What follows belongs to an exercise in optimizing a design on an open flow for small area and a short achievable clock period; a production flow would make more cautious choices. Where RTL was checked, it was by simulation tests only, not by an equivalence proof against the original. The RTL of runs 4 and 5 was laid out without a check of its function. Power and IR drop assume default switching activity.

## flow/config.mk

```make
export PLATFORM = sky130hd
export DESIGN_NAME = tdisto_accum
export DESIGN_NICKNAME = tdisto_accum
export VERILOG_FILES = /design/flow/design.v
export SDC_FILE = /design/flow/constraint.sdc
export NUM_CORES = 4
export LEC_CHECK = 0
export CAP_MARGIN = 20
export CORE_MARGIN = 2
export CORE_UTILIZATION = 60
export GPL_ROUTABILITY_DRIVEN = 0
export SETUP_SLACK_MARGIN = 2.8
export SLEW_MARGIN = 20
```

## flow/constraint.sdc

```tcl
create_clock -name core_clock -period 7.0 [get_ports {clk}]
set_input_delay 1.4000 -clock core_clock [delete_from_list [all_inputs] [get_ports {clk}]]
set_output_delay 1.4000 -clock core_clock [all_outputs]
set_load 0.01 [all_outputs]
```

## flow/design.v

```verilog
module tdisto_accum (
  input  logic        clk,
  input  logic        rst_n,
  input  logic        start,
  input  logic [15:0] tlambda,
  input  logic [31:0] sum_a,
  input  logic        done_a,
  input  logic [31:0] sum_b,
  input  logic        done_b,
  output logic        busy,
  output logic [31:0] disto,
  output logic        disto_valid,
  output logic        err
);
  localparam logic [1:0] S_IDLE = 2'd0;
  localparam logic [1:0] S_ACC  = 2'd1;
  localparam logic [1:0] S_MUL  = 2'd2;
  localparam logic [1:0] S_OUT  = 2'd3;
  function automatic logic [2:0] booth(input logic [2:0] b);
    booth[0] = b[1] ^ b[0];
    booth[1] = (b[2] & ~b[1] & ~b[0]) | (~b[2] & b[1] & b[0]);
    booth[2] = b[2] & ~(b[1] & b[0]);
  endfunction
  logic [1:0]  state_q;
  logic        pend_a_q, pend_b_q;
  logic [4:0]  cnt_q;
  logic        busy_q, disto_valid_q, err_q;
  logic [31:0] disto_q;
  logic [15:0] tl_q;
  logic [2:0]  neg_q, two_q, one_q;
  logic [2:0]  negn_q, twon_q, onen_q;
  logic [31:0] v_q;
  logic [30:0] acc_q;
  logic [3:0]  l_q;
  logic in_acc, in_mul, in_out;
  assign in_acc = (state_q == S_ACC);
  assign in_mul = (state_q == S_MUL);
  assign in_out = (state_q == S_OUT);
  logic consume;
  assign consume = in_acc & pend_a_q & pend_b_q;
  logic        a_wait, b_wait, a_next, b_next;
  logic [31:0] a_op, b_op;
  logic [32:0] diff;
  logic [27:0] dq;
  logic        zq;
  assign a_wait = pend_a_q & ~pend_b_q;
  assign b_wait = pend_b_q & ~pend_a_q;
  assign a_op   = a_wait ? v_q : sum_a;
  assign b_op   = b_wait ? v_q : sum_b;
  assign diff   = {a_op[31], a_op} - {b_op[31], b_op};
  assign a_next = done_a | a_wait;
  assign b_next = done_b | b_wait;
  assign dq     = v_q[27:0];
  assign zq     = v_q[28];
  logic        dneg;
  logic [27:0] mag_x;
  logic        mag_c;
  assign dneg  = dq[27];
  assign mag_x = dq ^ {28{dneg}};
  assign mag_c = dneg & zq;
  logic [31:0] acc_sum2;
  logic [30:0] acc_sum;
  assign acc_sum2 = {acc_q, mag_c} + {3'd0, mag_x, mag_c};
  assign acc_sum  = acc_sum2[31:1];
  logic [2:0] d0_s1, d1_s1, d2_s1, d0_s2, d1_s2, d2_s2, d0_s3, d1_s3, d2_s3;
  logic [2:0] d0_s1q, d1_s1q, d2_s1q;
  assign d0_s1 = booth({tlambda[1:0], 1'b0});
  assign d1_s1 = booth(tlambda[3:1]);
  assign d2_s1 = booth(tlambda[5:3]);
  assign d0_s1q = booth({tl_q[1:0], 1'b0});
  assign d1_s1q = booth(tl_q[3:1]);
  assign d2_s1q = booth(tl_q[5:3]);
  assign d0_s2 = booth(tl_q[7:5]);
  assign d1_s2 = booth(tl_q[9:7]);
  assign d2_s2 = booth(tl_q[11:9]);
  assign d0_s3 = booth(tl_q[13:11]);
  assign d1_s3 = booth(tl_q[15:13]);
  assign d2_s3 = booth({2'b00, tl_q[15]});
  logic [14:0] k_add;
  assign k_add = {d1_s3[2], 1'b0, d0_s3[2], 1'b0, d2_s2[2], 1'b0, d1_s2[2], 1'b1,
                  d0_s2[2], 1'b0, neg_q[2], 1'b0, neg_q[1], 1'b0, neg_q[0]};
  logic [32:0] addend;
  assign addend = {v_q[31], v_q};
  logic [31:0] ax, ax2, pp0, pp1, pp2;
  assign ax  = {1'b0, acc_q};
  assign ax2 = {ax[30:0], 1'b0};
  assign pp0[15:0]  = (({16{one_q[0]}} & ax[15:0]) | ({16{two_q[0]}} & ax2[15:0])) ^ {16{neg_q[0]}};
  assign pp1[15:0]  = (({16{one_q[1]}} & ax[15:0]) | ({16{two_q[1]}} & ax2[15:0])) ^ {16{neg_q[1]}};
  assign pp2[15:0]  = (({16{one_q[2]}} & ax[15:0]) | ({16{two_q[2]}} & ax2[15:0])) ^ {16{neg_q[2]}};
  assign pp0[31:16] = (({16{~onen_q[0]}} & ax[31:16]) | ({16{~twon_q[0]}} & ax2[31:16])) ^ {16{~negn_q[0]}};
  assign pp1[31:16] = (({16{~onen_q[1]}} & ax[31:16]) | ({16{~twon_q[1]}} & ax2[31:16])) ^ {16{~negn_q[1]}};
  assign pp2[31:16] = (({16{~onen_q[2]}} & ax[31:16]) | ({16{~twon_q[2]}} & ax2[31:16])) ^ {16{~negn_q[2]}};
  logic fs0, fc0;
  logic fs1, fc1;
  logic fs2, fc2;
  logic fs3, fc3;
  logic fs4, fc4;
  logic fs5, fc5;
  logic fs6, fc6;
  logic fs7, fc7;
  logic fs8, fc8;
  logic fs9, fc9;
  logic fs10, fc10;
  logic fs11, fc11;
  logic fs12, fc12;
  logic fs13, fc13;
  logic fs14, fc14;
  logic fs15, fc15;
  logic fs16, fc16;
  logic fs17, fc17;
  logic fs18, fc18;
  logic fs19, fc19;
  logic fs20, fc20;
  logic fs21, fc21;
  logic fs22, fc22;
  logic fs23, fc23;
  logic fs24, fc24;
  logic fs25, fc25;
  logic fs26, fc26;
  logic fs27, fc27;
  logic fs28, fc28;
  logic fs29, fc29;
  logic fs30, fc30;
  logic fs31, fc31;
  logic fs32, fc32;
  logic fs33, fc33;
  logic fs34, fc34;
  logic fs35, fc35;
  logic fs36, fc36;
  logic fs37, fc37;
  logic fs38, fc38;
  logic fs39, fc39;
  logic fs40, fc40;
  logic fs41, fc41;
  logic fs42, fc42;
  logic fs43, fc43;
  logic fs44, fc44;
  logic fs45, fc45;
  logic fs46, fc46;
  logic fs47, fc47;
  logic fs48, fc48;
  logic fs49, fc49;
  logic fs50, fc50;
  logic fs51, fc51;
  logic fs52, fc52;
  logic fs53, fc53;
  logic fs54, fc54;
  logic fs55, fc55;
  logic fs56, fc56;
  logic fs57, fc57;
  logic fs58, fc58;
  logic fs59, fc59;
  logic fs60, fc60;
  logic fs61, fc61;
  logic fs62, fc62;
  logic fs63, fc63;
  assign fs0 = addend[2] ^ pp0[2] ^ pp1[0];
  assign fc0 = (addend[2] & pp0[2]) | (addend[2] & pp1[0]) | (pp0[2] & pp1[0]);
  assign fs1 = addend[3] ^ pp0[3] ^ pp1[1];
  assign fc1 = (addend[3] & pp0[3]) | (addend[3] & pp1[1]) | (pp0[3] & pp1[1]);
  assign fs2 = addend[4] ^ pp0[4] ^ pp1[2];
  assign fc2 = (addend[4] & pp0[4]) | (addend[4] & pp1[2]) | (pp0[4] & pp1[2]);
  assign fs3 = pp2[0] ^ fc1 ^ fs2;
  assign fc3 = (pp2[0] & fc1) | (pp2[0] & fs2) | (fc1 & fs2);
  assign fs4 = addend[5] ^ pp0[5] ^ pp1[3];
  assign fc4 = (addend[5] & pp0[5]) | (addend[5] & pp1[3]) | (pp0[5] & pp1[3]);
  assign fs5 = pp2[1] ^ fc2 ^ fs4;
  assign fc5 = (pp2[1] & fc2) | (pp2[1] & fs4) | (fc2 & fs4);
  assign fs6 = addend[6] ^ pp0[6] ^ pp1[4];
  assign fc6 = (addend[6] & pp0[6]) | (addend[6] & pp1[4]) | (pp0[6] & pp1[4]);
  assign fs7 = pp2[2] ^ fc4 ^ fs6;
  assign fc7 = (pp2[2] & fc4) | (pp2[2] & fs6) | (fc4 & fs6);
  assign fs8 = addend[7] ^ pp0[7] ^ pp1[5];
  assign fc8 = (addend[7] & pp0[7]) | (addend[7] & pp1[5]) | (pp0[7] & pp1[5]);
  assign fs9 = pp2[3] ^ fc6 ^ fs8;
  assign fc9 = (pp2[3] & fc6) | (pp2[3] & fs8) | (fc6 & fs8);
  assign fs10 = addend[8] ^ pp0[8] ^ pp1[6];
  assign fc10 = (addend[8] & pp0[8]) | (addend[8] & pp1[6]) | (pp0[8] & pp1[6]);
  assign fs11 = pp2[4] ^ fc8 ^ fs10;
  assign fc11 = (pp2[4] & fc8) | (pp2[4] & fs10) | (fc8 & fs10);
  assign fs12 = addend[9] ^ pp0[9] ^ pp1[7];
  assign fc12 = (addend[9] & pp0[9]) | (addend[9] & pp1[7]) | (pp0[9] & pp1[7]);
  assign fs13 = pp2[5] ^ fc10 ^ fs12;
  assign fc13 = (pp2[5] & fc10) | (pp2[5] & fs12) | (fc10 & fs12);
  assign fs14 = addend[10] ^ pp0[10] ^ pp1[8];
  assign fc14 = (addend[10] & pp0[10]) | (addend[10] & pp1[8]) | (pp0[10] & pp1[8]);
  assign fs15 = pp2[6] ^ fc12 ^ fs14;
  assign fc15 = (pp2[6] & fc12) | (pp2[6] & fs14) | (fc12 & fs14);
  assign fs16 = addend[11] ^ pp0[11] ^ pp1[9];
  assign fc16 = (addend[11] & pp0[11]) | (addend[11] & pp1[9]) | (pp0[11] & pp1[9]);
  assign fs17 = pp2[7] ^ fc14 ^ fs16;
  assign fc17 = (pp2[7] & fc14) | (pp2[7] & fs16) | (fc14 & fs16);
  assign fs18 = addend[12] ^ pp0[12] ^ pp1[10];
  assign fc18 = (addend[12] & pp0[12]) | (addend[12] & pp1[10]) | (pp0[12] & pp1[10]);
  assign fs19 = pp2[8] ^ fc16 ^ fs18;
  assign fc19 = (pp2[8] & fc16) | (pp2[8] & fs18) | (fc16 & fs18);
  assign fs20 = addend[13] ^ pp0[13] ^ pp1[11];
  assign fc20 = (addend[13] & pp0[13]) | (addend[13] & pp1[11]) | (pp0[13] & pp1[11]);
  assign fs21 = pp2[9] ^ fc18 ^ fs20;
  assign fc21 = (pp2[9] & fc18) | (pp2[9] & fs20) | (fc18 & fs20);
  assign fs22 = addend[14] ^ pp0[14] ^ pp1[12];
  assign fc22 = (addend[14] & pp0[14]) | (addend[14] & pp1[12]) | (pp0[14] & pp1[12]);
  assign fs23 = pp2[10] ^ fc20 ^ fs22;
  assign fc23 = (pp2[10] & fc20) | (pp2[10] & fs22) | (fc20 & fs22);
  assign fs24 = addend[15] ^ pp0[15] ^ pp1[13];
  assign fc24 = (addend[15] & pp0[15]) | (addend[15] & pp1[13]) | (pp0[15] & pp1[13]);
  assign fs25 = pp2[11] ^ fc22 ^ fs24;
  assign fc25 = (pp2[11] & fc22) | (pp2[11] & fs24) | (fc22 & fs24);
  assign fs26 = addend[16] ^ pp0[16] ^ pp1[14];
  assign fc26 = (addend[16] & pp0[16]) | (addend[16] & pp1[14]) | (pp0[16] & pp1[14]);
  assign fs27 = pp2[12] ^ fc24 ^ fs26;
  assign fc27 = (pp2[12] & fc24) | (pp2[12] & fs26) | (fc24 & fs26);
  assign fs28 = addend[17] ^ pp0[17] ^ pp1[15];
  assign fc28 = (addend[17] & pp0[17]) | (addend[17] & pp1[15]) | (pp0[17] & pp1[15]);
  assign fs29 = pp2[13] ^ fc26 ^ fs28;
  assign fc29 = (pp2[13] & fc26) | (pp2[13] & fs28) | (fc26 & fs28);
  assign fs30 = addend[18] ^ pp0[18] ^ pp1[16];
  assign fc30 = (addend[18] & pp0[18]) | (addend[18] & pp1[16]) | (pp0[18] & pp1[16]);
  assign fs31 = pp2[14] ^ fc28 ^ fs30;
  assign fc31 = (pp2[14] & fc28) | (pp2[14] & fs30) | (fc28 & fs30);
  assign fs32 = addend[19] ^ pp0[19] ^ pp1[17];
  assign fc32 = (addend[19] & pp0[19]) | (addend[19] & pp1[17]) | (pp0[19] & pp1[17]);
  assign fs33 = pp2[15] ^ fc30 ^ fs32;
  assign fc33 = (pp2[15] & fc30) | (pp2[15] & fs32) | (fc30 & fs32);
  assign fs34 = addend[20] ^ pp0[20] ^ pp1[18];
  assign fc34 = (addend[20] & pp0[20]) | (addend[20] & pp1[18]) | (pp0[20] & pp1[18]);
  assign fs35 = pp2[16] ^ fc32 ^ fs34;
  assign fc35 = (pp2[16] & fc32) | (pp2[16] & fs34) | (fc32 & fs34);
  assign fs36 = addend[21] ^ pp0[21] ^ pp1[19];
  assign fc36 = (addend[21] & pp0[21]) | (addend[21] & pp1[19]) | (pp0[21] & pp1[19]);
  assign fs37 = pp2[17] ^ fc34 ^ fs36;
  assign fc37 = (pp2[17] & fc34) | (pp2[17] & fs36) | (fc34 & fs36);
  assign fs38 = addend[22] ^ pp0[22] ^ pp1[20];
  assign fc38 = (addend[22] & pp0[22]) | (addend[22] & pp1[20]) | (pp0[22] & pp1[20]);
  assign fs39 = pp2[18] ^ fc36 ^ fs38;
  assign fc39 = (pp2[18] & fc36) | (pp2[18] & fs38) | (fc36 & fs38);
  assign fs40 = addend[23] ^ pp0[23] ^ pp1[21];
  assign fc40 = (addend[23] & pp0[23]) | (addend[23] & pp1[21]) | (pp0[23] & pp1[21]);
  assign fs41 = pp2[19] ^ fc38 ^ fs40;
  assign fc41 = (pp2[19] & fc38) | (pp2[19] & fs40) | (fc38 & fs40);
  assign fs42 = addend[24] ^ pp0[24] ^ pp1[22];
  assign fc42 = (addend[24] & pp0[24]) | (addend[24] & pp1[22]) | (pp0[24] & pp1[22]);
  assign fs43 = pp2[20] ^ fc40 ^ fs42;
  assign fc43 = (pp2[20] & fc40) | (pp2[20] & fs42) | (fc40 & fs42);
  assign fs44 = addend[25] ^ pp0[25] ^ pp1[23];
  assign fc44 = (addend[25] & pp0[25]) | (addend[25] & pp1[23]) | (pp0[25] & pp1[23]);
  assign fs45 = pp2[21] ^ fc42 ^ fs44;
  assign fc45 = (pp2[21] & fc42) | (pp2[21] & fs44) | (fc42 & fs44);
  assign fs46 = addend[26] ^ pp0[26] ^ pp1[24];
  assign fc46 = (addend[26] & pp0[26]) | (addend[26] & pp1[24]) | (pp0[26] & pp1[24]);
  assign fs47 = pp2[22] ^ fc44 ^ fs46;
  assign fc47 = (pp2[22] & fc44) | (pp2[22] & fs46) | (fc44 & fs46);
  assign fs48 = addend[27] ^ pp0[27] ^ pp1[25];
  assign fc48 = (addend[27] & pp0[27]) | (addend[27] & pp1[25]) | (pp0[27] & pp1[25]);
  assign fs49 = pp2[23] ^ fc46 ^ fs48;
  assign fc49 = (pp2[23] & fc46) | (pp2[23] & fs48) | (fc46 & fs48);
  assign fs50 = addend[28] ^ pp0[28] ^ pp1[26];
  assign fc50 = (addend[28] & pp0[28]) | (addend[28] & pp1[26]) | (pp0[28] & pp1[26]);
  assign fs51 = pp2[24] ^ fc48 ^ fs50;
  assign fc51 = (pp2[24] & fc48) | (pp2[24] & fs50) | (fc48 & fs50);
  assign fs52 = addend[29] ^ pp0[29] ^ pp1[27];
  assign fc52 = (addend[29] & pp0[29]) | (addend[29] & pp1[27]) | (pp0[29] & pp1[27]);
  assign fs53 = pp2[25] ^ fc50 ^ fs52;
  assign fc53 = (pp2[25] & fc50) | (pp2[25] & fs52) | (fc50 & fs52);
  assign fs54 = addend[30] ^ pp0[30] ^ pp1[28];
  assign fc54 = (addend[30] & pp0[30]) | (addend[30] & pp1[28]) | (pp0[30] & pp1[28]);
  assign fs55 = pp2[26] ^ fc52 ^ fs54;
  assign fc55 = (pp2[26] & fc52) | (pp2[26] & fs54) | (fc52 & fs54);
  assign fs56 = addend[31] ^ pp0[31] ^ pp1[29];
  assign fc56 = (addend[31] & pp0[31]) | (addend[31] & pp1[29]) | (pp0[31] & pp1[29]);
  assign fs57 = pp2[27] ^ fc54 ^ fs56;
  assign fc57 = (pp2[27] & fc54) | (pp2[27] & fs56) | (fc54 & fs56);
  assign fs58 = ~neg_q[0] ^ ~addend[32] ^ pp1[30];
  assign fc58 = (~neg_q[0] & ~addend[32]) | (~neg_q[0] & pp1[30]) | (~addend[32] & pp1[30]);
  assign fs59 = pp2[28] ^ fc56 ^ fs58;
  assign fc59 = (pp2[28] & fc56) | (pp2[28] & fs58) | (fc56 & fs58);
  assign fs60 = 1'b1 ^ pp1[31] ^ pp2[29];
  assign fc60 = (1'b1 & pp1[31]) | (1'b1 & pp2[29]) | (pp1[31] & pp2[29]);
  assign fs61 = fc58 ^ fs60 ^ fc59;
  assign fc61 = (fc58 & fs60) | (fc58 & fc59) | (fs60 & fc59);
  assign fs62 = ~neg_q[1] ^ pp2[30] ^ fc60;
  assign fc62 = (~neg_q[1] & pp2[30]) | (~neg_q[1] & fc60) | (pp2[30] & fc60);
  assign fs63 = 1'b1 ^ pp2[31] ^ fc62;
  assign fc63 = (1'b1 & pp2[31]) | (1'b1 & fc62) | (pp2[31] & fc62);
  logic [37:0] row_s, row_c, x;
  assign row_s = {1'b1, ~neg_q[2], fs63, fc61, fs61, fc57, fc55, fc53, fc51, fc49, fc47, fc45, fc43, fc41, fc39, fc37, fc35, fc33, fc31, fc29, fc27, fc25, fc23, fc21, fc19, fc17, fc15, fc13, fc11, fc9, fc7, fc5, fc3, fs3, fc0, fs0, addend[1], addend[0]};
  assign row_c = {1'b0, fc63, 1'b0, fs62, 1'b0, fs59, fs57, fs55, fs53, fs51, fs49, fs47, fs45, fs43, fs41, fs39, fs37, fs35, fs33, fs31, fs29, fs27, fs25, fs23, fs21, fs19, fs17, fs15, fs13, fs11, fs9, fs7, fs5, 1'b0, fs1, 1'b0, pp0[1], pp0[0]};
  assign x = row_s + row_c;
  logic [6:0] hs, hc, hx;
  logic       c28, nz0, nz1, sat;
  assign hs  = row_s[34:28];
  assign hc  = row_c[34:28];
  assign hx  = hs ^ hc;
  assign c28 = x[28] ^ row_s[28] ^ row_c[28];
  assign nz0 = (hx != {hs[5:0] | hc[5:0], 1'b0});
  assign nz1 = ~&hx;
  assign sat = c28 ? nz1 : nz0;
  logic [31:0] disto_res;
  assign disto_res = {x[27:0], l_q} | {32{sat}};
  logic acc_done;
  assign acc_done = in_acc & cnt_q[4];
  logic [2:0] dig0_d, dig1_d, dig2_d;
  always_comb begin
    if (start) begin
      dig0_d = d0_s1;  dig1_d = d1_s1;  dig2_d = d2_s1;
    end else if (acc_done) begin
      dig0_d = d0_s2;  dig1_d = d1_s2;  dig2_d = d2_s2;
    end else if (in_mul) begin
      dig0_d = d0_s3;  dig1_d = d1_s3;  dig2_d = d2_s3;
    end else begin
      dig0_d = d0_s1q; dig1_d = d1_s1q; dig2_d = d2_s1q;
    end
  end
  always_ff @(posedge clk) begin
    if (!rst_n) begin
      state_q       <= S_IDLE;
      pend_a_q      <= 1'b0;
      pend_b_q      <= 1'b0;
      busy_q        <= 1'b0;
      disto_valid_q <= 1'b0;
      err_q         <= 1'b0;
      disto_q       <= 32'd0;
    end else begin
      busy_q        <= start | (state_q != S_IDLE);
      disto_valid_q <= ~start & in_out;
      if (start) begin
        state_q  <= S_ACC;
        pend_a_q <= 1'b0;
        pend_b_q <= 1'b0;
        err_q    <= 1'b0;
      end else begin
        case (state_q)
          S_ACC: begin
            if (acc_done) state_q <= S_MUL;
            pend_a_q <= done_a | (pend_a_q & ~consume);
            pend_b_q <= done_b | (pend_b_q & ~consume);
            if ((done_a & pend_a_q & ~consume) | (done_b & pend_b_q & ~consume))
              err_q <= 1'b1;
          end
          S_MUL: state_q <= S_OUT;
          S_OUT: begin
            state_q <= S_IDLE;
            disto_q <= disto_res;
          end
          default: ;
        endcase
      end
    end
  end
  always_ff @(posedge clk) begin
    if (start) tl_q <= tlambda;
    {neg_q[0], two_q[0], one_q[0]} <= dig0_d;
    {neg_q[1], two_q[1], one_q[1]} <= dig1_d;
    {neg_q[2], two_q[2], one_q[2]} <= dig2_d;
    {negn_q[0], twon_q[0], onen_q[0]} <= ~dig0_d;
    {negn_q[1], twon_q[1], onen_q[1]} <= ~dig1_d;
    {negn_q[2], twon_q[2], onen_q[2]} <= ~dig2_d;
    if (cnt_q[4])            v_q <= x[37:6];
    else if (consume & (cnt_q[3:0] == 4'd15)) v_q <= {17'd0, k_add};
    else if (a_next & b_next) v_q <= {3'd0, ~|diff[4:0], diff[32:5]};
    else if (a_next)         v_q <= a_op;
    else                     v_q <= b_op;
    if (start) begin
      acc_q <= 31'd0;
      cnt_q <= 5'd0;
    end else if (consume & ~cnt_q[4]) begin
      acc_q <= acc_sum;
      cnt_q <= cnt_q + 5'd1;
    end
    l_q <= x[5:2];
  end
  assign busy        = busy_q;
  assign disto       = disto_q;
  assign disto_valid = disto_valid_q;
  assign err         = err_q;
endmodule
```

## flow/flow/run.sh

```bash
#!/bin/bash
# The standard layout, with plain buffers on the ports instead of the
# delay-cell buffers that buffer_ports picks by default.
set -euo pipefail
export BUFFER_PORTS_ARGS="-buffer_cell sky130_fd_sc_hd__buf_1"
bash standard.sh finish > standard_flow.log 2>&1
```

## flow/standard.sh

```bash
#!/bin/bash
# synth_recipe.tcl (not shown) runs the flow's synth.tcl, then flattens the netlist and writes it again
# the make line also repeats each setting of config.mk as NAME=value (left out here)
make -C /OpenROAD-flow-scripts/flow DESIGN_CONFIG=/design/flow/config.mk WORK_HOME=/design/flow/orfs CLKGATE_MAP_FILE= SYNTH_SCRIPT=/design/flow/synth_recipe.tcl "${@:-finish}"
```

==> results of run 1 <==
[power by group through the flow]
stage          Combinational (mW)  Sequential (mW)  Clock [mW]
2_1_floorplan                2.25            0.977           0
4_1_cts                      3.18             1.05       0.953
5_1_grt                      3.99             1.05       0.978
6_report                     3.71             1.05       0.945
3_5_place_dp                 3.01             1.07           0
3_3_place_gp                 2.98             1.06           0
[cells in the mapped netlist (13+ instances only)]
cell      number
inv_1        137
o21ai_0      113
ha_1         110
clkbuf_1      73
nand2b_1      25
nor3_1        42
mux2i_1       24
buf_1         13
nand3_1       32
a21o_1        38
mux2_2        24
dfxtp_1      129
xnor2_1      122
nor2b_1       17
nand2_1      163
xor2_1        84
edfxtp_1      16
fa_1          64
a211oi_1      25
nor2_1       124
o22ai_1       52
a22oi_1       48
a21oi_1      143
[critical path: cells and delay by family (launching register included)]
kind                       cells  cell delay [ns]
DFF                            1             0.39
and+or+nand+nor                3             0.70
buffers and inverters          4             0.46
xor gates and xnor gates       2             0.33
adders and majority gates      3             1.25
AOI/OAI and AO/OA              6             0.98
[layout by cell type, fill, tap and decap left out, drive strengths merged, types with 52 or more instances in the layout]
| cell type | n |
|---|---|
| o22ai | 52 |
| buf | 176 |
| ha | 110 |
| xor2 | 84 |
| a21oi | 143 |
| nand2 | 164 |
| dfxtp | 129 |
| fa | 64 |
| inv | 145 |
| nor2 | 126 |
| o21ai | 119 |
| xnor2 | 122 |
[registers in the layout, summed over array words and instances (netlist names)]
name           cells
err_q              1
neg_q              3
one_q              3
disto_valid_q      1
tl_q              16
cnt_q              5
v_q               32
two_q              3
state_q            2
l_q                4
pend_b_q           1
onen_q             3
disto_q           32
pend_a_q           1
acc_q             31
busy_q             1
twon_q             3
negn_q             3
[logic make-up after synthesis]
kind of cell,share of synthesized area [%]
flip-flops,20.8
AO/OA/AOI/OAI,24.5
multiplexers,3.47
AND/OR/NAND/NOR,14.7
XOR/XNOR,12.3
buffers and inverters,6.12
adder cells (fa/ha/maj),18.1
[final timing paths]
kind	startpoint	to	cells after the start
min reg2reg	l_q[2]	disto_q[2]	2
min	l_q[2]	disto_q[2]	2
max	one_q[1]	disto_q[22]	18
max reg2reg	one_q[1]	disto_q[22]	18
[timing repair]
action,4_1_cts,5_1_grt
setup buffers,5,34
endpoints found under the setup margin,59,55
resized for setup,60,119
pin swaps,10,39
cloned,2,0
[final cells by class]
class	count	area, sq um
clock buffers	18	439
well taps	324	405
multi-input cells	1448	11400
flip-flops and latches	145	3140
clock inverters	14	141
repair buffers	178	920
fillers	2023	7250
inverters	140	528
[metal layers]
metal,GRT usage [%],up-vias,wire length (microns)
met4,18.4,0,2700
met5,0,-,0
met1,45.1,6770,19400
li1,-,6672,-
met2,60.3,614,22300
met3,6.02,149,3370
==> results.py, run 1 <==
metrics = {
    "cts": {
        "worstSkewPairLatency_ns": 0.45,
        "root_buffer": "clkbuf_16",
        "cts_tree": "yes",
        "cts.sinks": 145,
        "clockBufferDepth": 2,
        "h-tree-depth": 4,
        "cts_buffers": 17,
        "path_clk_slew_ns": 0.07,
        "cts_hold_buf": 0,
    },
    "sta": {
        "setup_tns_ns": 0,
        "slew_headroom_pct": 43.7,
        "max_freq_mhz": 237,
        "worst_pin_slew_ns": 0.844,
        "period_minus_slack_ns": 4.22,
        "finClkSkew_ns": 0.0120,
        "whs_ns": 0.457,
        "fin_ws_ns": 2.78,
        "slew_violations": 0,
        "setup_viol": 0,
        "fin_crit_sh_pct": 60.3,
        "rsz0062_at_grt": "yes",
        "final-hold-violation-count": 0,
    },
    "yosys": {
        "yosysWarningCount": 1,
        "synth_edf_count": 16,
        "synthCells": 1826,
        "syn-cell-area_sq_um": 14700,
        "ys_seq_area_share_pct": 20.8,
        "ys_ff_latch": 145,
        "syn_nets": 2085,
        "syn_area_per_cell_sq_um": 8.05,
        "yosys-top-cells-area": "dfxtp_1 18%, ha_1 9.4%, fa_1 8.7%",
        "yosys.area.top_type": "dfxtp_1",
        "synth_top_area_share_pct": 17.6,
        "synthArstFlopShare_pct": 0,
        "synth_top_flop_cell": "dfxtp_1",
        "synth_cell_type_count": 85,
    },
    "route": {
        "wl_mm": 47.7,
        "drc": 0,
        "via_per_inst": 6.27,
        "antenna_left": 0,
        "vias": 14200,
        "first_iter_violations": 1413,
        "post_drt_wl_per_cell_microns": 21.1,
        "drt_pre_antenna_iters": 8,
    },
    "place": {
        "dpl.hpwl_mm": 35.4,
        "pre_cts_ws_ns": 1.78,
        "io_buffers": 119,
        "dpl-instance-area_sq_um": 15400,
        "dp_cells": 2194,
    },
    "pwr": {
        "total_power_mw": 5.70,
        "max-vdd-ir-drop_v": 0.000248,
        "switching_share_pct": 49.5,
        "seq_power_share_pct": 18.4,
        "p_comb_share_pct": 65.0,
        "p_int_mw": 2.88,
        "power_leakage_nw": 6.94,
        "p_per_area_nw_per_um2": 337,
        "p_switching_mw": 2.83,
        "power_frac_clock_pct": 16.6,
    },
    "die": {
        "die-area_sq_um": 25800,
        "die_width_microns": 161,
        "core_sq_um": 24200,
        "die_h_microns": 161,
        "io_pins": 120,
        "initial_core_util_pct": 60.8,
        "fp-row-count": 57,
    },
    "cells_and_area": {
        "drive_gt1_share_pct": 14.6,
        "fin_nets": 2189,
        "fin_cells": 2267,
        "syn_to_final_growth_pct": 15.1,
        "post-route-cell-area_sq_um": 16900,
        "diodes": 0,
        "final_util_pct": 70.0,
    },
    "flow_run": {
        "drv_cap": 0,
    },
    "critical_path": {
        "worstPathArrival_ns": 4.56,
        "cp_max_fo": 6,
        "ff2ff_setup_slack_ns": 2.78,
        "slowest_stage": "fa_1",
        "crit_path_start_kind": "flip-flop",
        "critPathCaptureType": "flip-flop",
        "cpPeakStageDelay_ns": 0.50,
        "cp.required_ns": 7.34,
        "path_cells": "buf_4, a22oi_1, xnor2_1, fa_1, inv_1, fa_1, inv_1, ha_4, and4_4, nand2_2, a21oi_4, or3b_4, a21o_1, a21o_1, a221oi_2, xor2_2, buf_4, a21oi_1",
        "worst-setup-path-type": "flip-flop to flip-flop",
    },
    "min_path": {
        "min_path_type": "flip-flop to flip-flop",
    },
    "grt": {
        "grt_max_degree": 72,
        "grt_pass1_wl_mm": 72.7,
        "globalRouteTotalUtil_pct": 36.1,
        "globalRoute.totalOverflow": 0,
        "grt_pass1_vias": 13300,
        "antenna_found_initial": 0,
    },
    "status": {
        "status": "finished clean",
    },
}
==> inputs of run 2 (changes only) <==
--- a/flow/config.mk
+++ b/flow/config.mk
@@ -8,6 +8,5 @@
 export CAP_MARGIN = 20
 export CORE_MARGIN = 2
 export CORE_UTILIZATION = 60
-export GPL_ROUTABILITY_DRIVEN = 0
 export SETUP_SLACK_MARGIN = 2.8
 export SLEW_MARGIN = 20
==> run 2 against run 1 <==
  * Cell count down 0.49%
  * Maximum frequency grew 0.85%
  * Area after synthesis unchanged
  * Hold slack worse by 0.0033 ns
  * Largest power group unchanged
==> results.py, run 2 <==
metrics = {
    "sta": {
        "fin_crit_sh_pct": 59.8,
        "period_minus_slack_ns": 4.18,
        "fin_ws_ns": 2.82,
        "setup_tns_ns": 0,
        "worst_pin_slew_ns": 0.967,
        "slew_violations": 0,
        "whs_ns": 0.453,
        "final-hold-violation-count": 0,
        "finClkSkew_ns": 0.0104,
        "setup_viol": 0,
        "max_freq_mhz": 239,
        "slew_headroom_pct": 35.4,
        "rsz0062_at_grt": "yes",
    },
    "yosys": {
        "synthTopCellsByCount": "163 x nand2_1, 143 x a21oi_1, 137 x inv_1",
        "synth_top_family_by_area": "compound AO/OA/AOI/OAI gates",
        "synthXorXnorAreaFrac_pct": 12.3,
        "yosys.area.top_type": "dfxtp_1",
        "synthArstFlopShare_pct": 0,
        "synth_cell_type_count": 85,
        "synthAdderAreaFrac_pct": 18.1,
        "yosysWarningCount": 1,
        "synthCells": 1826,
        "ys_seq_area_share_pct": 20.8,
        "synth_top_area_share_pct": 17.6,
        "synthSimpleGateAreaFrac_pct": 14.7,
        "synth_edf_count": 16,
        "syn_area_per_cell_sq_um": 8.05,
        "ys_ff_latch": 145,
        "yosys-mux-area-fraction_pct": 3.47,
        "synth-compound-area-share_pct": 24.5,
        "synth_top_flop_cell": "dfxtp_1",
        "yosysMostFrequentCell": "nand2_1",
        "syn-cell-area_sq_um": 14700,
        "yosys-top-cells-area": "dfxtp_1 18%, ha_1 9.4%, fa_1 8.7%",
        "syn_nets": 2085,
    },
    "route": {
        "drt_pre_antenna_iters": 8,
        "first_iter_violations": 1275,
        "antenna_left": 0,
        "route.layer.met1.wl_mm": 19.9,
        "via_per_inst": 6.24,
        "route.met3.wl_mm": 3.12,
        "drc": 0,
        "wl_met2_mm": 22.6,
        "dr.max_layer_used": "met4",
        "wl_mm": 48.0,
        "vias": 14100,
        "post_drt_wl_per_cell_microns": 21.3,
    },
    "grt": {
        "globalRouteTotalUtil_pct": 36.4,
        "grt_pass1_wl_mm": 73.7,
        "grt_max_degree": 72,
        "antenna_found_initial": 0,
        "grt_pass1_vias": 13400,
        "globalRoute.totalOverflow": 0,
    },
    "cts": {
        "clockBufferDepth": 2,
        "cts_tree": "yes",
        "cts_buffers": 17,
        "cts.sinks": 145,
        "path_clk_slew_ns": 0.07,
        "h-tree-depth": 4,
        "worstSkewPairLatency_ns": 0.44,
        "root_buffer": "clkbuf_16",
        "cts_hold_buf": 0,
    },
    "cells_and_area": {
        "post-route-cell-area_sq_um": 16600,
        "n_fill_cell": 2066,
        "drive_gt1_share_pct": 12.2,
        "final_util_pct": 68.8,
        "syn_to_final_growth_pct": 13.1,
        "multi_input_area_sq_um": 11200,
        "fin_nets": 2178,
        "regArea_sq_um": 3130,
        "largestRegisters": "disto_q (32), v_q (32), acc_q (31)",
        "final_common_cell": "nand2_1",
        "final_cell_mix": "161 x nand2_1, 133 x inv_1, 133 x a21oi_1",
        "diodes": 0,
    },
    "min_path": {
        "min_from": "l_q[2]",
        "min_path_type": "flip-flop to flip-flop",
    },
    "critical_path": {
        "critPathCaptureType": "flip-flop",
        "crit_path_start_kind": "flip-flop",
        "cp.required_ns": 7.29,
        "cp-startpoint": "neg_q[0]",
        "r2r_start": "neg_q[0]",
        "worst-setup-path-type": "flip-flop to flip-flop",
        "cp_max_fo": 11,
        "worstPathArrival_ns": 4.47,
    },
    "die": {
        "die-area_sq_um": 25800,
        "io_pins": 120,
        "fp-row-count": 57,
        "die_width_microns": 161,
        "initial_core_util_pct": 60.8,
        "die_h_microns": 161,
        "core_sq_um": 24200,
    },
    "place": {
        "routabilityCongestion": 0.977,
        "dpl-instance-area_sq_um": 15300,
        "dpl.hpwl_mm": 35.9,
        "pre_cts_ws_ns": 1.81,
        "io_buffers": 119,
    },
    "pwr": {
        "power_leakage_nw": 6.83,
        "max-vdd-ir-drop_v": 0.000188,
        "p_per_area_nw_per_um2": 336,
    },
    "status": {
        "status": "finished clean",
    },
    "flow_run": {
        "drv_cap": 0,
    },
}
run 2: report_power, final:
part | leakage (nW) | switching, mW | total [mW] | internal, mW
clock | 0.274 | 0.466 | 0.939 | 0.472
sequential | 1.23 | 0.143 | 1.05 | 0.909
combinational | 5.33 | 2.19 | 3.59 | 1.40
run 2: layout make-up:
class                   count  area share [%]
flip-flops and latches    145            18.8
repair buffers            167            4.97
well taps                 324            2.44
clock buffers              17            2.56
multi-input cells        1448            67.2
inverters                 140            3.18
clock inverters            15           0.843
run 2: per-stage QoR:
stage | instances | power (mW)
floorplan | 1826 | 3.23
global placement | 2192 | 4.08
detailed placement | 2192 | 4.10
CTS | 2231 | 5.24
global route | 2256 | 5.89
finish | 2256 | 5.58
run 2: logic make-up (layout without fill, tap and decap cells):
group           count (synthesis)  after routing
compound gates                549            549
simple gates                  469            471
flops                         145            145
mux                            48             48
fa+ha+maj                     174            174
xor+xnor                      206            206
buf+inv                       235            339
run 2: worst paths after layout:
path                                    to  slack (ns)  depth (start not counted)
worst max-delay path               v_q[12]        2.82                         15
worst min-delay path            disto_q[2]        0.45                          2
worst max register to register     v_q[12]        2.82                         15
worst min register to register  disto_q[2]        0.45                          2
run 2: critical path, stage by stage (launching register included):
cell and delay, ns:
dfxtp_4 0.47, inv_4 0.13, xnor2_2 0.21, fa_1 0.45, fa_1 0.49, inv_1 0.06, ha_4 0.25, nor2b_1 0.14
o211ai_2 0.22, a21oi_2 0.12, or3b_4 0.40, a21o_1 0.19, a21o_1 0.22, a221oi_2 0.29, xor2_2 0.27, a211oi_1 0.11
run 2: per-layer routing:
layer | vias to the layer above | global-route usage, %
met5 | - | 0
met4 | 0 | 17.3
met3 | 128 | 4.80
met2 | 581 | 60.7
met1 | 6720 | 47.0
li1 | 6645 | -
run 2: what timing repair did:
action,in CTS,in global routing
gates resized for setup,60,71
gates cloned,3,1
buffers inserted,4,24
setup endpoints to repair,59,53
pin swaps,9,16
==> inputs of run 3 (changes only) <==
--- a/flow/config.mk
+++ b/flow/config.mk
@@ -7,6 +7,6 @@
 export LEC_CHECK = 0
 export CAP_MARGIN = 20
 export CORE_MARGIN = 2
-export CORE_UTILIZATION = 60
+export CORE_UTILIZATION = 50
 export SETUP_SLACK_MARGIN = 2.8
 export SLEW_MARGIN = 20
==> run 3 against run 2 <==
  * Power up 1.2%
  * Die area rose by 19%
  * Wire length rose by 4.5%
  * Critical path type unchanged
  * Largest power group unchanged
  * Highest routed layer is now met5
==> results.py, run 3 <==
metrics = {
    "status": {
        "status": "finished clean",
    },
    "sta": {
        "fin_crit_sh_pct": 59.5,
        "max_freq_mhz": 240,
        "period_minus_slack_ns": 4.16,
        "finClkSkew_ns": 0.0105,
        "whs_ns": 0.448,
        "worst_pin_slew_ns": 0.934,
        "slew_headroom_pct": 37.6,
        "slew_violations": 0,
        "setup_tns_ns": 0,
        "final-hold-violation-count": 0,
        "rsz0062_at_grt": "yes",
        "setup_viol": 0,
    },
    "yosys": {
        "yosysWarningCount": 1,
        "yosys.area.top_type": "dfxtp_1",
        "synthCells": 1826,
        "syn_area_per_cell_sq_um": 8.05,
        "synth_cell_type_count": 85,
        "synth_top_flop_cell": "dfxtp_1",
        "ys_ff_latch": 145,
        "synthTopCellsByCount": "163 x nand2_1, 143 x a21oi_1, 137 x inv_1",
        "syn-cell-area_sq_um": 14700,
        "yosys-top-cells-area": "dfxtp_1 18%, ha_1 9.4%, fa_1 8.7%",
        "yosysMostFrequentCell": "nand2_1",
        "syn_nets": 2085,
        "synth_edf_count": 16,
        "synth_top_area_share_pct": 17.6,
        "synthArstFlopShare_pct": 0,
        "ys_seq_area_share_pct": 20.8,
    },
    "flow_run": {
        "drv_cap": 0,
    },
    "cells_and_area": {
        "fin_cells": 2320,
        "diodes": 0,
        "final_cell_mix": "162 x nand2_1, 132 x a21oi_1, 131 x inv_1",
        "final_common_cell": "nand2_1",
        "fin_nets": 2182,
        "n_fill_cell": 2765,
        "syn_to_final_growth_pct": 15.2,
        "largestRegisters": "disto_q (32), v_q (32), acc_q (31)",
        "post-route-cell-area_sq_um": 16900,
        "drive_gt1_share_pct": 14.0,
    },
    "critical_path": {
        "crit_path_start_kind": "flip-flop",
        "crit_family": "adder cells",
        "crit_path_frequent_cell": "fa_1",
        "cp.required_ns": 7.33,
        "cp_max_fo": 6,
        "worstPathArrival_ns": 4.49,
        "crit_buf_inv": 3,
        "slowest_stage": "fa_1",
        "critPathCaptureType": "flip-flop",
        "path_cells": "buf_2, a22oi_2, xor2_1, fa_1, fa_1, inv_1, ha_2, and4_1, nand3_1, o21bai_2, a211oi_2, nor2_2, buf_4, o221ai_1, xnor2_1, o32ai_1",
        "worst-setup-path-type": "flip-flop to flip-flop",
        "cpPeakStageDelay_ns": 0.50,
    },
    "cts": {
        "path_clk_slew_ns": 0.07,
        "h-tree-depth": 4,
        "cts_tree": "yes",
        "worstSkewPairLatency_ns": 0.46,
        "clockBufferDepth": 2,
        "cts_buffers": 17,
        "cts.sinks": 145,
        "root_buffer": "clkbuf_16",
        "cts_hold_buf": 0,
    },
    "grt": {
        "globalRouteTotalUtil_pct": 32.0,
        "grt_pass1_wl_mm": 76.3,
        "grt_max_degree": 72,
        "globalRoute.totalOverflow": 0,
        "antenna_found_initial": 2,
        "grt_pass1_vias": 13800,
    },
    "route": {
        "first_iter_violations": 1095,
        "drc": 0,
        "post_drt_wl_per_cell_microns": 21.6,
        "vias": 14100,
        "wl_mm": 50.1,
        "via_per_inst": 6.08,
        "antenna_left": 0,
        "drt_pre_antenna_iters": 6,
    },
    "die": {
        "io_pins": 120,
        "die_width_microns": 175,
        "die-area_sq_um": 30800,
        "initial_core_util_pct": 51.0,
        "die_h_microns": 175,
        "core_sq_um": 28900,
        "fp-row-count": 62,
    },
    "place": {
        "dpl-instance-area_sq_um": 15400,
        "routabilityCongestion": 0.942,
        "io_buffers": 119,
        "dp_cells": 2252,
        "dpl.hpwl_mm": 37.3,
    },
    "pwr": {
        "max-vdd-ir-drop_v": 0.000275,
        "power_leakage_nw": 6.92,
        "p_per_area_nw_per_um2": 334,
    },
    "min_path": {
        "min_path_type": "flip-flop to flip-flop",
    },
}
run 3: cell counts after synthesis:
No cell type changed its count.
run 3: final timing paths:
check / start / endpoint / slack, ns / cells after the start
setup / recovery: one_q[1] / v_q[28] / 2.84 / 16
hold / removal: l_q[3] / disto_q[3] / 0.45 / 2
setup reg to reg: one_q[1] / v_q[28] / 2.84 / 16
hold reg to reg: l_q[3] / disto_q[3] / 0.45 / 2
run 3: layer usage:
layer | routed length, microns | share of wire, % | vias to the layer above | global-route usage, %
met1 | 21000 | 42 | 6881 | 40.3
met2 | 24100 | 48 | 440 | 53.6
li1 | - | - | 6656 | -
met5 | 27 | 0.054 | - | 0
met4 | 2300 | 4.6 | 4 | 15.6
met3 | 2670 | 5.3 | 117 | 4.59
run 3: repair_timing:
item / in CTS / in global routing
pin swaps: 6 / 32
gates resized for setup: 53 / 114
gates cloned: 3 / 1
buffers inserted: 3 / 29
endpoints found under the setup margin: 59 / 56
run 3: cells by family after synthesis:
family / Yosys count / synth area share (%)
DFF: 145 / 20.8
and+or+nand+nor: 469 / 14.7
xor gates and xnor gates: 206 / 12.3
adders and majority gates: 174 / 18.1
AOI/OAI and AO/OA: 549 / 24.5
muxes: 48 / 3.47
buffers and inverters: 235 / 6.12
run 3: power by group:
group          switching, mW  total [mW]  internal, mW
clock network          0.444       0.966         0.522
logic                   2.19        3.63          1.44
registers              0.144        1.05         0.910
run 3: area by class of cell:
cell class | count | area [sq um] | share of cell area, %
timing repair buffer | 169 | 845 | 4.99
sequential | 145 | 3130 | 18.5
clock buffer | 18 | 450 | 2.66
tap | 384 | 480 | 2.84
clock inverter | 14 | 140 | 0.827
multi-input combinational | 1450 | 11400 | 67.1
inverter | 140 | 532 | 3.14
run 3: per-stage QoR:
stage                     power [mW]  utilization [%]  setup slack [ns]
after floorplan                 3.23                -              2.83
after global placement          4.09             53.4              1.86
after detailed placement        4.10             53.4              1.71
after CTS                       5.20             56.1              2.76
after global routing            6.00             58.7              2.67
final                           5.65             58.7              2.84
run 3: worst reg2reg max path, stage by stage, from the launching register on:
cell	delay [ns]
dfxtp_4	0.38
buf_2	0.19
a22oi_2	0.21
xor2_1	0.20
fa_1	0.46
fa_1	0.50
inv_1	0.05
ha_2	0.36
and4_1	0.23
nand3_1	0.15
o21bai_2	0.30
a211oi_2	0.27
nor2_2	0.10
buf_4	0.17
o221ai_1	0.24
xnor2_1	0.15
o32ai_1	0.09
==> inputs of run 4 (changes only) <==
--- a/flow/design.v
+++ b/flow/design.v
@@ -286,15 +286,8 @@
   assign row_s = {1'b1, ~neg_q[2], fs63, fc61, fs61, fc57, fc55, fc53, fc51, fc49, fc47, fc45, fc43, fc41, fc39, fc37, fc35, fc33, fc31, fc29, fc27, fc25, fc23, fc21, fc19, fc17, fc15, fc13, fc11, fc9, fc7, fc5, fc3, fs3, fc0, fs0, addend[1], addend[0]};
   assign row_c = {1'b0, fc63, 1'b0, fs62, 1'b0, fs59, fs57, fs55, fs53, fs51, fs49, fs47, fs45, fs43, fs41, fs39, fs37, fs35, fs33, fs31, fs29, fs27, fs25, fs23, fs21, fs19, fs17, fs15, fs13, fs11, fs9, fs7, fs5, 1'b0, fs1, 1'b0, pp0[1], pp0[0]};
   assign x = row_s + row_c;
-  logic [6:0] hs, hc, hx;
-  logic       c28, nz0, nz1, sat;
-  assign hs  = row_s[34:28];
-  assign hc  = row_c[34:28];
-  assign hx  = hs ^ hc;
-  assign c28 = x[28] ^ row_s[28] ^ row_c[28];
-  assign nz0 = (hx != {hs[5:0] | hc[5:0], 1'b0});
-  assign nz1 = ~&hx;
-  assign sat = c28 ? nz1 : nz0;
+  logic sat;
+  assign sat = |x[34:28];
   logic [31:0] disto_res;
   assign disto_res = {x[27:0], l_q} | {32{sat}};
   logic acc_done;
--- a/flow/config.mk
+++ b/flow/config.mk
@@ -7,6 +7,6 @@
 export LEC_CHECK = 0
 export CAP_MARGIN = 20
 export CORE_MARGIN = 2
-export CORE_UTILIZATION = 50
+export CORE_UTILIZATION = 60
 export SETUP_SLACK_MARGIN = 2.8
 export SLEW_MARGIN = 20
==> run 4 against run 3 <==
  * Clock skew rose by 0.0070 ns
  * Still clean
  * Critical path depth grew 1
  * Hold slack got worse by 0.018 ns
  * Setup slack worse by 0.68 ns
  * Power up 6.8%
  * Sequential power about the same
  * Register-to-register slack worse by 0.68 ns
  * Synthesized cell count is 0.99% lower
  * Final area increased by 0.27%
  * Largest power group unchanged
  * Combinational power is about 10% higher
  * Die area shrank 18%
  * Non-clock buffer count rose by 16
==> results.py, run 4 <==
metrics = {
    "status": {
        "status": "finished clean",
    },
    "sta": {
        "setup_tns_ns": 0,
        "slew_violations": 0,
        "fin_ws_ns": 2.16,
        "max_freq_mhz": 207,
        "finClkSkew_ns": 0.0175,
        "fin_crit_sh_pct": 69.2,
        "worst_pin_slew_ns": 0.931,
        "rsz0062_at_grt": "yes",
        "slew_headroom_pct": 37.9,
        "setup_viol": 0,
        "final-hold-violation-count": 0,
        "period_minus_slack_ns": 4.84,
    },
    "min_path": {
        "whs_endpoint": "disto_q[3]",
        "hold_depth": 2,
        "min_from": "l_q[3]",
        "min_path_type": "flip-flop to flip-flop",
    },
    "grt": {
        "globalRouteTotalUtil_pct": 36.9,
        "globalRoute.totalOverflow": 0,
        "antenna_found_initial": 0,
        "grt_max_degree": 75,
        "grt_pass1_vias": 13600,
        "grt_pass1_wl_mm": 73.6,
    },
    "critical_path": {
        "reg2reg_to": "disto_q[17]",
        "worst-setup-path-type": "flip-flop to flip-flop",
        "cp.required_ns": 7.32,
        "worst_r2r_path_depth": 17,
        "worstPathArrival_ns": 5.16,
        "r2r_start": "negn_q[0]",
        "crit_path_start_kind": "flip-flop",
        "critPathCaptureType": "flip-flop",
        "cp_max_fo": 16,
        "cp-startpoint": "negn_q[0]",
        "ff2ff_setup_slack_ns": 2.16,
    },
    "cells_and_area": {
        "final_cell_mix": "157 x inv_1, 154 x nand2_1, 151 x a21oi_1",
        "syn_to_final_growth_pct": 17.6,
        "fin_cells": 2256,
        "largestRegisters": "disto_q (32), v_q (32), acc_q (31)",
        "final_common_cell": "inv_1",
        "n_fill_cell": 1884,
        "final_util_pct": 72.1,
        "drive_gt1_share_pct": 15.3,
        "fin_nets": 2176,
    },
    "pwr": {
        "power_frac_clock_pct": 16.3,
        "power_leakage_nw": 6.96,
        "seq_power_share_pct": 17.4,
        "p_switching_mw": 2.93,
        "p_per_area_nw_per_um2": 355,
        "p_int_mw": 3.11,
        "max-vdd-ir-drop_v": 0.000267,
        "p_comb_share_pct": 66.3,
        "switching_share_pct": 48.5,
    },
    "cts": {
        "cts.sinks": 145,
        "root_buffer": "clkbuf_16",
        "h-tree-depth": 4,
        "cts_tree": "yes",
        "clockBufferDepth": 2,
        "worstSkewPairLatency_ns": 0.44,
        "path_clk_slew_ns": 0.07,
        "cts_hold_buf": 0,
        "cts_buffers": 17,
    },
    "place": {
        "routabilityCongestion": 0.980,
        "pre_cts_ws_ns": 1.59,
        "dp_cells": 2174,
        "dpl.hpwl_mm": 35.2,
        "io_buffers": 119,
    },
    "yosys": {
        "synthTopCellsByCount": "187 x a21oi_1, 160 x inv_1, 155 x nand2_1",
        "synth_top_flop_cell": "dfxtp_1",
        "synthXorXnorAreaFrac_pct": 12.3,
        "synth_top_area_share_pct": 17.9,
        "synth-compound-area-share_pct": 25.2,
        "syn-cell-area_sq_um": 14400,
        "synthCells": 1808,
        "syn_area_per_cell_sq_um": 7.99,
        "synth_edf_count": 16,
        "syn_nets": 2061,
        "synthArstFlopShare_pct": 0,
        "yosysMostFrequentCell": "a21oi_1",
        "yosys-mux-area-fraction_pct": 2.64,
        "synthSimpleGateAreaFrac_pct": 14.0,
        "synth_top_family_by_area": "compound AO/OA/AOI/OAI gates",
        "yosys-top-cells-area": "dfxtp_1 18%, ha_1 9.0%, fa_1 8.9%",
        "ys_seq_area_share_pct": 21.2,
        "yosysWarningCount": 1,
        "ys_ff_latch": 145,
        "synth_cell_type_count": 83,
        "synthAdderAreaFrac_pct": 17.9,
        "yosys.area.top_type": "dfxtp_1",
    },
    "die": {
        "io_pins": 120,
        "die-area_sq_um": 25300,
        "die_width_microns": 159,
        "fp-row-count": 56,
        "die_h_microns": 159,
        "initial_core_util_pct": 61.3,
        "core_sq_um": 23500,
    },
    "route": {
        "vias": 14100,
        "wl_mm": 48.2,
        "drt_pre_antenna_iters": 8,
        "first_iter_violations": 1417,
        "via_per_inst": 6.26,
        "drc": 0,
        "post_drt_wl_per_cell_microns": 21.4,
        "antenna_left": 0,
    },
    "flow_run": {
        "drv_cap": 0,
    },
}
run 4: changes by cell type in the layout (fill, tap and decap cells not counted), sizes merged, moves of 12 or more:
| cell | before | now |
|---|---|---|
| inv | 147 | 169 |
| xnor2 | 122 | 106 |
| a21oi | 143 | 197 |
| buf | 168 | 183 |
| nor3 | 42 | 20 |
| o21ai | 119 | 99 |
| xor2 | 84 | 96 |
run 4: critical path, stage by stage, from the launching register on:
cell and delay, ns:
dfxtp_2 0.65, xor2_1 0.24, fa_1 0.46, fa_1 0.49
inv_1 0.05, ha_2 0.36, a21oi_2 0.24, o21a_1 0.22
nand2_1 0.12, a2111oi_4 0.40, o41ai_2 0.11, xor2_1 0.16
or4_4 0.57, nor4_4 0.17, buf_6 0.18, buf_6 0.11
buf_12 0.13, a21oi_2 0.05
run 4: timing repair:
action | 4_1_cts | 5_1_grt
gates resized for setup | 82 | 85
pin swaps | 27 | 36
cloned | 3 | 0
endpoints found under the setup margin | 55 | 51
setup buffers | 20 | 26
run 4: how the worst max path moves through the flow:
stage                  endpoint  cells past startpoint  slack [ns]
floorplan            disto_q[6]                     19        2.53
CTS                  disto_q[6]                     19        2.23
detailed placement   disto_q[0]                     16        1.59
finish              disto_q[17]                     17        2.16
global placement     disto_q[0]                     16        1.74
global route        disto_q[17]                     19        2.00
run 4: kinds of logic after synthesis:
group	count (synthesis)
AO/OA/AOI/OAI	571
AND/OR/NAND/NOR	432
buffers and inverters	254
XOR/XNOR	202
adder cells (fa/ha/maj)	168
flip-flops	145
multiplexers	36
run 4: routing by layer:
metal  vias to the layer above  track usage, %  routed length (microns)
met5                         -               0                        0
met4                         0            18.6                     2930
met3                       180            5.94                     3650
met2                       684            62.4                    22500
met1                      6690            45.8                    19200
li1                       6562               -                        -
run 4: final cells by class:
class	instances	area, sq um	share of cell area [%]
repair buffers	185	1050	6.19
multi-input cells	1410	11200	65.9
clock inverters	14	166	0.980
well taps	319	399	2.35
clock buffers	18	429	2.53
diodes	1	2.50	0.0147
flip-flops and latches	145	3120	18.4
inverters	164	622	3.66
run 4: power groups by stage:
stage          registers (mW)  clock network (mW)  logic, mW
2_1_floorplan           0.974                   0       2.39
6_report                 1.05               0.983       4.00
5_1_grt                  1.06                1.02       4.28
3_5_place_dp             1.06                   0       3.09
3_3_place_gp             1.06                   0       3.08
4_1_cts                  1.04               0.984       3.38
run 4: metrics by stage:
| step | hold slack (ns) | area [sq um] | power, mW |
|---|---|---|---|
| global route | 0.449 | 17000 | 6.35 |
| global placement | 0.419 | 15200 | 4.14 |
| CTS | 0.432 | 16400 | 5.41 |
| finish | 0.430 | 17000 | 6.04 |
| floorplan | 0.410 | 14700 | 3.36 |
| detailed placement | 0.429 | 15200 | 4.15 |
==> inputs of run 5 (changes only) <==
--- a/flow/design.v
+++ b/flow/design.v
@@ -28,7 +28,6 @@
   logic [31:0] disto_q;
   logic [15:0] tl_q;
   logic [2:0]  neg_q, two_q, one_q;
-  logic [2:0]  negn_q, twon_q, onen_q;
   logic [31:0] v_q;
   logic [30:0] acc_q;
   logic [3:0]  l_q;
@@ -84,12 +83,9 @@
   logic [31:0] ax, ax2, pp0, pp1, pp2;
   assign ax  = {1'b0, acc_q};
   assign ax2 = {ax[30:0], 1'b0};
-  assign pp0[15:0]  = (({16{one_q[0]}} & ax[15:0]) | ({16{two_q[0]}} & ax2[15:0])) ^ {16{neg_q[0]}};
-  assign pp1[15:0]  = (({16{one_q[1]}} & ax[15:0]) | ({16{two_q[1]}} & ax2[15:0])) ^ {16{neg_q[1]}};
-  assign pp2[15:0]  = (({16{one_q[2]}} & ax[15:0]) | ({16{two_q[2]}} & ax2[15:0])) ^ {16{neg_q[2]}};
-  assign pp0[31:16] = (({16{~onen_q[0]}} & ax[31:16]) | ({16{~twon_q[0]}} & ax2[31:16])) ^ {16{~negn_q[0]}};
-  assign pp1[31:16] = (({16{~onen_q[1]}} & ax[31:16]) | ({16{~twon_q[1]}} & ax2[31:16])) ^ {16{~negn_q[1]}};
-  assign pp2[31:16] = (({16{~onen_q[2]}} & ax[31:16]) | ({16{~twon_q[2]}} & ax2[31:16])) ^ {16{~negn_q[2]}};
+  assign pp0 = (({32{one_q[0]}} & ax) | ({32{two_q[0]}} & ax2)) ^ {32{neg_q[0]}};
+  assign pp1 = (({32{one_q[1]}} & ax) | ({32{two_q[1]}} & ax2)) ^ {32{neg_q[1]}};
+  assign pp2 = (({32{one_q[2]}} & ax) | ({32{two_q[2]}} & ax2)) ^ {32{neg_q[2]}};
   logic fs0, fc0;
   logic fs1, fc1;
   logic fs2, fc2;
@@ -286,8 +282,15 @@
   assign row_s = {1'b1, ~neg_q[2], fs63, fc61, fs61, fc57, fc55, fc53, fc51, fc49, fc47, fc45, fc43, fc41, fc39, fc37, fc35, fc33, fc31, fc29, fc27, fc25, fc23, fc21, fc19, fc17, fc15, fc13, fc11, fc9, fc7, fc5, fc3, fs3, fc0, fs0, addend[1], addend[0]};
   assign row_c = {1'b0, fc63, 1'b0, fs62, 1'b0, fs59, fs57, fs55, fs53, fs51, fs49, fs47, fs45, fs43, fs41, fs39, fs37, fs35, fs33, fs31, fs29, fs27, fs25, fs23, fs21, fs19, fs17, fs15, fs13, fs11, fs9, fs7, fs5, 1'b0, fs1, 1'b0, pp0[1], pp0[0]};
   assign x = row_s + row_c;
-  logic sat;
-  assign sat = |x[34:28];
+  logic [6:0] hs, hc, hx;
+  logic       c28, nz0, nz1, sat;
+  assign hs  = row_s[34:28];
+  assign hc  = row_c[34:28];
+  assign hx  = hs ^ hc;
+  assign c28 = x[28] ^ row_s[28] ^ row_c[28];
+  assign nz0 = (hx != {hs[5:0] | hc[5:0], 1'b0});
+  assign nz1 = ~&hx;
+  assign sat = c28 ? nz1 : nz0;
   logic [31:0] disto_res;
   assign disto_res = {x[27:0], l_q} | {32{sat}};
   logic acc_done;
@@ -345,9 +348,6 @@
     {neg_q[0], two_q[0], one_q[0]} <= dig0_d;
     {neg_q[1], two_q[1], one_q[1]} <= dig1_d;
     {neg_q[2], two_q[2], one_q[2]} <= dig2_d;
-    {negn_q[0], twon_q[0], onen_q[0]} <= ~dig0_d;
-    {negn_q[1], twon_q[1], onen_q[1]} <= ~dig1_d;
-    {negn_q[2], twon_q[2], onen_q[2]} <= ~dig2_d;
     if (cnt_q[4])            v_q <= x[37:6];
     else if (consume & (cnt_q[3:0] == 4'd15)) v_q <= {17'd0, k_add};
     else if (a_next & b_next) v_q <= {3'd0, ~|diff[4:0], diff[32:5]};
--- a/flow/config.mk
+++ b/flow/config.mk
@@ -8,5 +8,5 @@
 export CAP_MARGIN = 20
 export CORE_MARGIN = 2
 export CORE_UTILIZATION = 60
-export SETUP_SLACK_MARGIN = 2.8
+export SETUP_SLACK_MARGIN = 2.5
 export SLEW_MARGIN = 20
==> run 5 against run 4 <==
  * Clock power shrank 9.7%
  * Die area decreased by 0.69%
  * Still clean
  * First-iteration DRC count shrank 5.2%
  * Critical path depth unchanged
  * Largest power group unchanged
  * Sequential power decreased by 9%
==> results.py, run 5 <==
metrics = {
    "status": {
        "status": "finished clean",
    },
    "cells_and_area": {
        "final_common_cell": "nand2_1",
        "fin_cells": 2154,
        "drive_gt1_share_pct": 9.48,
        "diodes": 0,
        "syn_to_final_growth_pct": 11.9,
        "final_cell_mix": "151 x nand2_1, 146 x a21oi_1, 129 x inv_1",
        "fin_nets": 2080,
        "largestRegisters": "disto_q (32), v_q (32), acc_q (31)",
    },
    "route": {
        "post_drt_wl_per_cell_microns": 20.7,
        "via_per_inst": 6.34,
        "antenna_left": 0,
        "wl_mm": 44.5,
        "first_iter_violations": 1344,
        "vias": 13700,
        "drc": 0,
        "drt_pre_antenna_iters": 8,
    },
    "cts": {
        "cts_hold_buf": 0,
        "clockBufferDepth": 2,
        "worstSkewPairLatency_ns": 0.45,
        "root_buffer": "clkbuf_16",
        "cts_buffers": 17,
        "h-tree-depth": 4,
        "cts.sinks": 136,
        "path_clk_slew_ns": 0.07,
        "cts_tree": "yes",
    },
    "grt": {
        "globalRoute.totalOverflow": 0,
        "grt_pass1_vias": 12800,
        "grt_pass1_wl_mm": 67.0,
        "globalRouteTotalUtil_pct": 34.8,
        "antenna_found_initial": 0,
        "grt_max_degree": 74,
    },
    "critical_path": {
        "worst-setup-path-type": "flip-flop to flip-flop",
        "cp-startpoint": "one_q[0]",
        "crit_path_start_kind": "flip-flop",
        "critPathCaptureType": "flip-flop",
        "ff2ff_setup_slack_ns": 2.57,
        "cp_max_fo": 20,
        "worstPathArrival_ns": 4.76,
        "cp.required_ns": 7.33,
        "r2r_start": "one_q[0]",
    },
    "place": {
        "io_buffers": 119,
        "routabilityCongestion": 0.964,
        "dpl.hpwl_mm": 33.1,
        "dp_cells": 2110,
    },
    "yosys": {
        "synth_cell_type_count": 81,
        "syn-cell-area_sq_um": 14300,
        "yosysMostFrequentCell": "nand2_1",
        "ys_ff_latch": 136,
        "yosys-mux-area-fraction_pct": 4.04,
        "synthSimpleGateAreaFrac_pct": 13.4,
        "synth-compound-area-share_pct": 25.7,
        "synth_top_area_share_pct": 16.8,
        "synthArstFlopShare_pct": 0,
        "ys_seq_area_share_pct": 20.1,
        "syn_nets": 2006,
        "yosysWarningCount": 1,
        "yosys-top-cells-area": "dfxtp_1 17%, ha_1 9.5%, fa_1 8.9%",
        "synth_top_flop_cell": "dfxtp_1",
        "synthCells": 1748,
        "syn_area_per_cell_sq_um": 8.20,
        "synthXorXnorAreaFrac_pct": 12.3,
        "synth_top_family_by_area": "compound AO/OA/AOI/OAI gates",
        "synthTopCellsByCount": "151 x nand2_1, 147 x a21oi_1, 129 x inv_1",
        "synth_edf_count": 16,
        "yosys.area.top_type": "dfxtp_1",
        "synthAdderAreaFrac_pct": 18.4,
    },
    "min_path": {
        "min_path_type": "flip-flop to flip-flop",
        "min_from": "cnt_q[1]",
    },
    "sta": {
        "fin_crit_sh_pct": 63.2,
        "setup_viol": 0,
        "finClkSkew_ns": 0.0150,
        "rsz0062_at_grt": "no",
        "slew_headroom_pct": 41.6,
        "slew_violations": 0,
        "final-hold-violation-count": 0,
        "worst_pin_slew_ns": 0.876,
        "setup_tns_ns": 0,
        "max_freq_mhz": 226,
        "period_minus_slack_ns": 4.43,
    },
    "die": {
        "core_sq_um": 23500,
        "fp-row-count": 56,
        "io_pins": 120,
        "die-area_sq_um": 25200,
        "die_h_microns": 159,
        "initial_core_util_pct": 61.1,
        "die_width_microns": 159,
    },
    "flow_run": {
        "drv_cap": 0,
    },
    "pwr": {
        "max-vdd-ir-drop_v": 0.000230,
        "power_leakage_nw": 6.65,
        "p_per_area_nw_per_um2": 299,
    },
}
run 5: changes by cell type in the layout (fill, tap and decap cells not counted), moves of 13 or more:
cell,change
o221a_2,+14
inv_1,-28
a21oi_2,-41
mux2i_1,+13
o21ai_0,-17
ha_1,+18
a22oi_1,+55
buf_4,-32
o22ai_1,-34
run 5: path summary, 6_finish.rpt:
check,endpoint,cells past startpoint
setup / recovery,disto_q[3],17
hold / removal,cnt_q[1],2
setup reg to reg,disto_q[3],17
hold reg to reg,cnt_q[1],2
run 5: cell families (layout without fill, tap and decap cells):
kind of cell               Yosys count  after routing
AOI/OAI and AO/OA                  539            539
buffers and inverters              230            313
xor gates and xnor gates           201            201
adders and majority gates          173            173
muxes                               55             55
and+or+nand+nor                    414            418
DFF                                136            136
run 5: area by class of cell:
cell class / instances / area, sq um
multi-input combinational: 1386 / 10900
timing repair buffer: 151 / 806
inverter: 130 / 490
clock inverter: 15 / 131
clock buffer: 17 / 425
fill: 2049 / 7420
sequential: 136 / 2910
tap: 319 / 399
run 5: repair_timing:
item / in CTS / in global routing
pin swaps: 2 / 9
setup buffers: 3 / 4
endpoints found under the setup margin: 50 / 51
gates resized for setup: 25 / 48
gates cloned: 1 / 4
run 5: report_power, final:
group | total (mW) | switching, mW | internal [mW] | leakage (nW)
logic | 2.95 | 1.77 | 1.18 | 5.24
clock network | 0.888 | 0.422 | 0.466 | 0.267
registers | 0.957 | 0.106 | 0.850 | 1.14
run 5: layer usage:
layer | vias to the layer above | track usage [%] | wire [microns] | part of all wire, %
met4 | 0 | 21.0 | 2890 | 6.5
met1 | 6547 | 41.6 | 17700 | 40
met5 | - | 0 | 0 | 0
li1 | 6399 | - | - | -
met3 | 155 | 5.23 | 2840 | 6.4
met2 | 552 | 59.2 | 21100 | 47
run 5: critical path: stages (launching register included):
cell,delay [ns]
dfxtp_4,0.40
buf_12,0.17
a22oi_1,0.26
xnor2_1,0.19
fa_1,0.48
fa_1,0.50
inv_1,0.04
ha_1,0.36
nand2_1,0.18
o31ai_2,0.32
a41oi_2,0.08
o221ai_2,0.29
o21ai_2,0.10
buf_4,0.16
xnor2_4,0.17
buf_12,0.16
nand3_4,0.14
o221a_2,0.31
run 5: per-stage QoR:
step / worst slack (ns) / hold slack, ns / utilization (%) / total power, mW / cell area, sq um
after floorplan: 2.51 / 0.454 / - / 2.86 / 14300
after global placement: 1.58 / 0.466 / 63.9 / 3.48 / 15000
after detailed placement: 1.43 / 0.474 / 63.9 / 3.51 / 15000
after CTS: 2.50 / 0.485 / 66.9 / 4.53 / 15700
after global routing: 2.42 / 0.506 / 68.4 / 5.12 / 16100
final: 2.57 / 0.485 / 68.4 / 4.80 / 16100

separate check: timing with driven ports:
No port has a modelled driver above. Below, the same layouts with a new extraction and two added sets of constraints.
Step 1 assumes that a clkbuf_16 drives the clock port and a buf_2 every other input.
Step 2 moves the port delays by t, midway between the first and last clock arrival at a register: inputs arrive t later, outputs are due t later. That takes back most of the time a late clock gives input paths.
a / b / c = ideal / step 1 / step 2; a / b = the first two.
run | shift t [ns] | slack for setup (ns) | latest minus earliest clock arrival (ns)
run 1 | 0.498 | 2.781 / 2.781 / 2.593 | 0.012 / 0.012
run 2 | 0.484 | 2.817 / 2.817 / 2.613 | 0.010 / 0.010
run 3 | 0.504 | 2.838 / 2.838 / 2.571 | 0.010 / 0.010
run 4 | 0.489 | 2.158 / 2.158 / 2.158 | 0.017 / 0.018
run 5 | 0.493 | 2.575 / 2.575 / 2.359 | 0.015 / 0.015
After both steps every run listed still meets setup and hold. For run 3, which loses most, drivers alone change the setup slack by 0.000 ns; drivers and shift together by -0.267 ns.
